What follows belongs to an exercise in optimizing a design on an open flow for small area; a production flow would make more cautious choices. At most, simulation tests tie the RTL to the original design; equivalence was not proved. Power is estimated from default activity; no workload was simulated.

job 8677:
==> module array_feeder, before the edit <==
module array_feeder #(
    parameter int HEIGHT = 12,
    parameter int WIDTH  = 14,
    parameter int IWIDTH = 8,
    parameter int KW     = 8
) (
    input  logic                     clk,
    input  logic                     rst,
    input  logic                     start,
    input  logic [KW-1:0]            k_len,
    output logic                     busy,
    output logic                     done,
    input  logic                     in_valid,
    output logic                     in_ready,
    input  logic [HEIGHT*IWIDTH-1:0] in_ifm,
    input  logic [WIDTH*IWIDTH-1:0]  in_wght,
    output logic [HEIGHT-1:0]        en_i,
    output logic [HEIGHT-1:0]        clr_i,
    output logic [WIDTH-1:0]         en_w,
    output logic [WIDTH-1:0]         clr_w,
    output logic [WIDTH-1:0]         en_o,
    output logic [WIDTH-1:0]         clr_o,
    output logic [HEIGHT*IWIDTH-1:0] ifm,
    output logic [WIDTH*IWIDTH-1:0]  wght
);
    localparam int FLUSH_LEN = HEIGHT + WIDTH - 2;           
    localparam int DRAIN_LEN = HEIGHT + WIDTH - 1;           
    localparam int P_DONE    = FLUSH_LEN + DRAIN_LEN;        
    localparam int NL        = (HEIGHT > WIDTH) ? HEIGHT : WIDTH;
    localparam int QW        = $clog2(NL + 2);
    localparam logic [1:0] S_IDLE   = 2'd0;
    localparam logic [1:0] S_CLEAR  = 2'd1;
    localparam logic [1:0] S_STREAM = 2'd2;
    localparam logic [1:0] S_POST   = 2'd3;
    logic [1:0]    st_q;
    logic [KW-1:0] cnt_q;
    logic          zdone_q;
    logic [QW-1:0] cq_q;      
    logic [NL-1:0] en_q;      
    logic [WIDTH-1:0] eo_q;
    logic          acc;
    logic [KW-1:0] p_neg;
    assign acc      = (st_q == S_STREAM) && in_valid;
    assign in_ready = (st_q == S_STREAM);
    assign busy     = (st_q != S_IDLE);
    assign done     = ((st_q == S_POST) && (cnt_q == KW'(-P_DONE))) || zdone_q;
    always_ff @(posedge clk or posedge rst) begin
        if (rst) begin
            st_q    <= S_IDLE;
            cnt_q   <= '0;
            zdone_q <= 1'b0;
            cq_q    <= '0;
            en_q    <= '0;
            eo_q    <= '0;
        end else begin
            zdone_q <= (st_q == S_IDLE) && start && (k_len == '0);
            en_q    <= {en_q[NL-2:0], acc};
            eo_q    <= {eo_q[WIDTH-2:0], (st_q == S_POST) && (p_neg >= KW'(FLUSH_LEN)) && (p_neg < KW'(FLUSH_LEN+HEIGHT))};
            if (st_q == S_CLEAR) cq_q <= QW'(1);
            else if (cq_q != '0) cq_q <= cq_q + QW'(1);
            case (st_q)
                S_IDLE: begin
                    if (start && (k_len != '0)) begin
                        st_q  <= S_CLEAR;
                        cnt_q <= k_len;
                    end
                end
                S_CLEAR: st_q <= S_STREAM;
                S_STREAM: begin
                    if (in_valid) begin
                        cnt_q <= cnt_q - KW'(1);
                        if (cnt_q == KW'(1)) st_q <= S_POST;
                    end
                end
                default: begin
                    cnt_q <= cnt_q - KW'(1);
                    if (cnt_q == KW'(-P_DONE)) st_q <= S_IDLE;
                end
            endcase
        end
    end
    assign p_neg = -cnt_q;
    for (genvar k = 0; k < NL; k++) begin : g_ctl
        if (k < HEIGHT) begin : g_r
            assign en_i[k]  = en_q[k];
            assign clr_i[k] = (cq_q == QW'(k + 1));
        end
        if (k < WIDTH) begin : g_c
            assign en_w[k]  = en_q[k];
            assign clr_w[k] = (cq_q == QW'(k + 1));
            assign clr_o[k] = (cq_q == QW'(k + 1));
            assign en_o[k]  = eo_q[k];
        end
    end
    for (genvar h = 0; h < HEIGHT; h++) begin : g_row
        logic [IWIDTH*(h+1)-1:0] sr_q;
        if (h == 0) begin : g_first
            always_ff @(posedge clk) sr_q <= in_ifm[h*IWIDTH +: IWIDTH];
        end else begin : g_rest
            always_ff @(posedge clk) sr_q <= {sr_q[IWIDTH*h-1:0], in_ifm[h*IWIDTH +: IWIDTH]};
        end
        assign ifm[h*IWIDTH +: IWIDTH] = sr_q[IWIDTH*h +: IWIDTH] & {IWIDTH{en_q[h]}};
    end
    for (genvar w = 0; w < WIDTH; w++) begin : g_col
        logic [IWIDTH*(w+1)-1:0] sr_q;
        if (w == 0) begin : g_first
            always_ff @(posedge clk) sr_q <= in_wght[w*IWIDTH +: IWIDTH];
        end else begin : g_rest
            always_ff @(posedge clk) sr_q <= {sr_q[IWIDTH*w-1:0], in_wght[w*IWIDTH +: IWIDTH]};
        end
        assign wght[w*IWIDTH +: IWIDTH] = sr_q[IWIDTH*w +: IWIDTH] & {IWIDTH{en_q[w]}};
    end
endmodule
==> flow/config.mk <==
export PLATFORM = sky130hd
export DESIGN_NAME = array_feeder
export DESIGN_NICKNAME = array_feeder
export VERILOG_FILES = /design/flow/design.v
export SDC_FILE = /design/flow/constraint.sdc
export NUM_CORES = 4
export LEC_CHECK = 0
export CAP_MARGIN = 20
export CORE_MARGIN = 2
export CORE_UTILIZATION = 65
export PLACE_DENSITY = 0.7
export SLEW_MARGIN = 20
==> flow/constraint.sdc <==
create_clock -name core_clock -period 4.0 [get_ports {clk}]
set_input_delay 0.8000 -clock core_clock [delete_from_list [all_inputs] [get_ports {clk}]]
set_output_delay 0.8000 -clock core_clock [all_outputs]
set_load 0.01 [all_outputs]
standard.sh (not shown) runs the stock make flow with config.mk's settings and CLKGATE_MAP_FILE= SYNTH_SCRIPT=/design/flow/synth_recipe.tcl, a recipe that flattens the netlist after the stock synthesis.
==> flow/flow/run.sh <==
#!/bin/bash
# Standard ORFS layout with two changes: ports are buffered with the smallest
# buffer, and clock-tree synthesis uses small clock buffers without dummy loads.
set -euo pipefail
export BUFFER_PORTS_ARGS="-buffer_cell sky130_fd_sc_hd__buf_1"
export CTS_ARGS="-sink_clustering_enable -repair_clock_nets -dont_use_dummy_load -buf_list {sky130_fd_sc_hd__clkbuf_8} -sink_clustering_size 20 -sink_clustering_max_diameter 70"
for step in synth floorplan place cts route finish; do
  bash standard.sh $step > log_$step.txt 2>&1
done
[inputs] job 5842 vs job 8677
--- a/flow/design.v
+++ b/flow/design.v
@@ -48,5 +48,4 @@
         if (rst) begin
             st_q    <= S_IDLE;
-            cnt_q   <= '0;
             zdone_q <= 1'b0;
             cq_q    <= '0;
@@ -60,23 +59,14 @@
             else if (cq_q != '0) cq_q <= cq_q + QW'(1);
             case (st_q)
-                S_IDLE: begin
-                    if (start && (k_len != '0)) begin
-                        st_q  <= S_CLEAR;
-                        cnt_q <= k_len;
-                    end
-                end
-                S_CLEAR: st_q <= S_STREAM;
-                S_STREAM: begin
-                    if (in_valid) begin
-                        cnt_q <= cnt_q - KW'(1);
-                        if (cnt_q == KW'(1)) st_q <= S_POST;
-                    end
-                end
-                default: begin
-                    cnt_q <= cnt_q - KW'(1);
-                    if (cnt_q == KW'(-P_DONE)) st_q <= S_IDLE;
-                end
+                S_IDLE:   if (start && (k_len != '0)) st_q <= S_CLEAR;
+                S_CLEAR:  st_q <= S_STREAM;
+                S_STREAM: if (in_valid && (cnt_q == KW'(1))) st_q <= S_POST;
+                default:  if (cnt_q == KW'(-P_DONE)) st_q <= S_IDLE;
             endcase
         end
+    end
+    always_ff @(posedge clk) begin
+        if (st_q == S_IDLE) cnt_q <= k_len;
+        else if ((st_q == S_POST) || ((st_q == S_STREAM) && in_valid)) cnt_q <= cnt_q - KW'(1);
     end
     assign p_neg = -cnt_q;
Going from job 8677 to job 5842, final net count lower; area added between synthesis and finish flat; proportion of synthesized chip area in sequential cells has increased; final core area utilization held steady; power now smaller.
Total placed cells including tap cells: job 5842 lower than job 8677
Lower met3 wire length goes to job 5842 over job 8677.
Job 8677 → job 5842: via count of the first global-routing pass decreased by 444 relative to the old numbers, non-clock buffer count closely matched the old numbers, portion of total power attributed to combinational logic decreased by 0.7 points relative to the old numbers, buffer share of cell area closely matched the old numbers.
| shortest period the worst path allows | job 5842 vs job 8677 | 330 ps lower |
Against job 8677, routed wire length in job 5842 fell by a few percent.
The RTL of job 5842 was laid out without a check of its function.

## afterwards: timing with drivers on the ports
In the flow no input, the clock included, has a driving cell. The finished layouts below were timed again as built, in two steps. Step 1 (the two cells are an assumption about what drives the block):
set clk [get_ports {clk}]
set_driving_cell -lib_cell sky130_fd_sc_hd__clkbuf_16 $clk
set_driving_cell -lib_cell sky130_fd_sc_hd__buf_2 [delete_from_list [all_inputs] $clk]
Step 2 also shifts input and output timing later by t, the mid clock arrival at the registers, as if the neighbouring blocks saw the same clock. a / b / c = ideal ports / drivers / drivers and shift; a / b = the first two.
| run | t, ns | setup slack, ns | worst hold slack (ns) | latest minus earliest clock arrival (ns) | pins driven straight from the clock port |
|---|---|---|---|---|---|
| job 8677 | 0.727 | 0.828 / 0.772 / 1.221 | 0.187 / 0.154 / 0.295 | 0.043 / 0.044 | 1 |
| job 5842 | 0.706 | 1.158 / 1.099 / 1.804 | 0.212 / 0.178 / 0.292 | 0.051 / 0.051 | 1 |
After both steps every run listed still meets setup and hold.
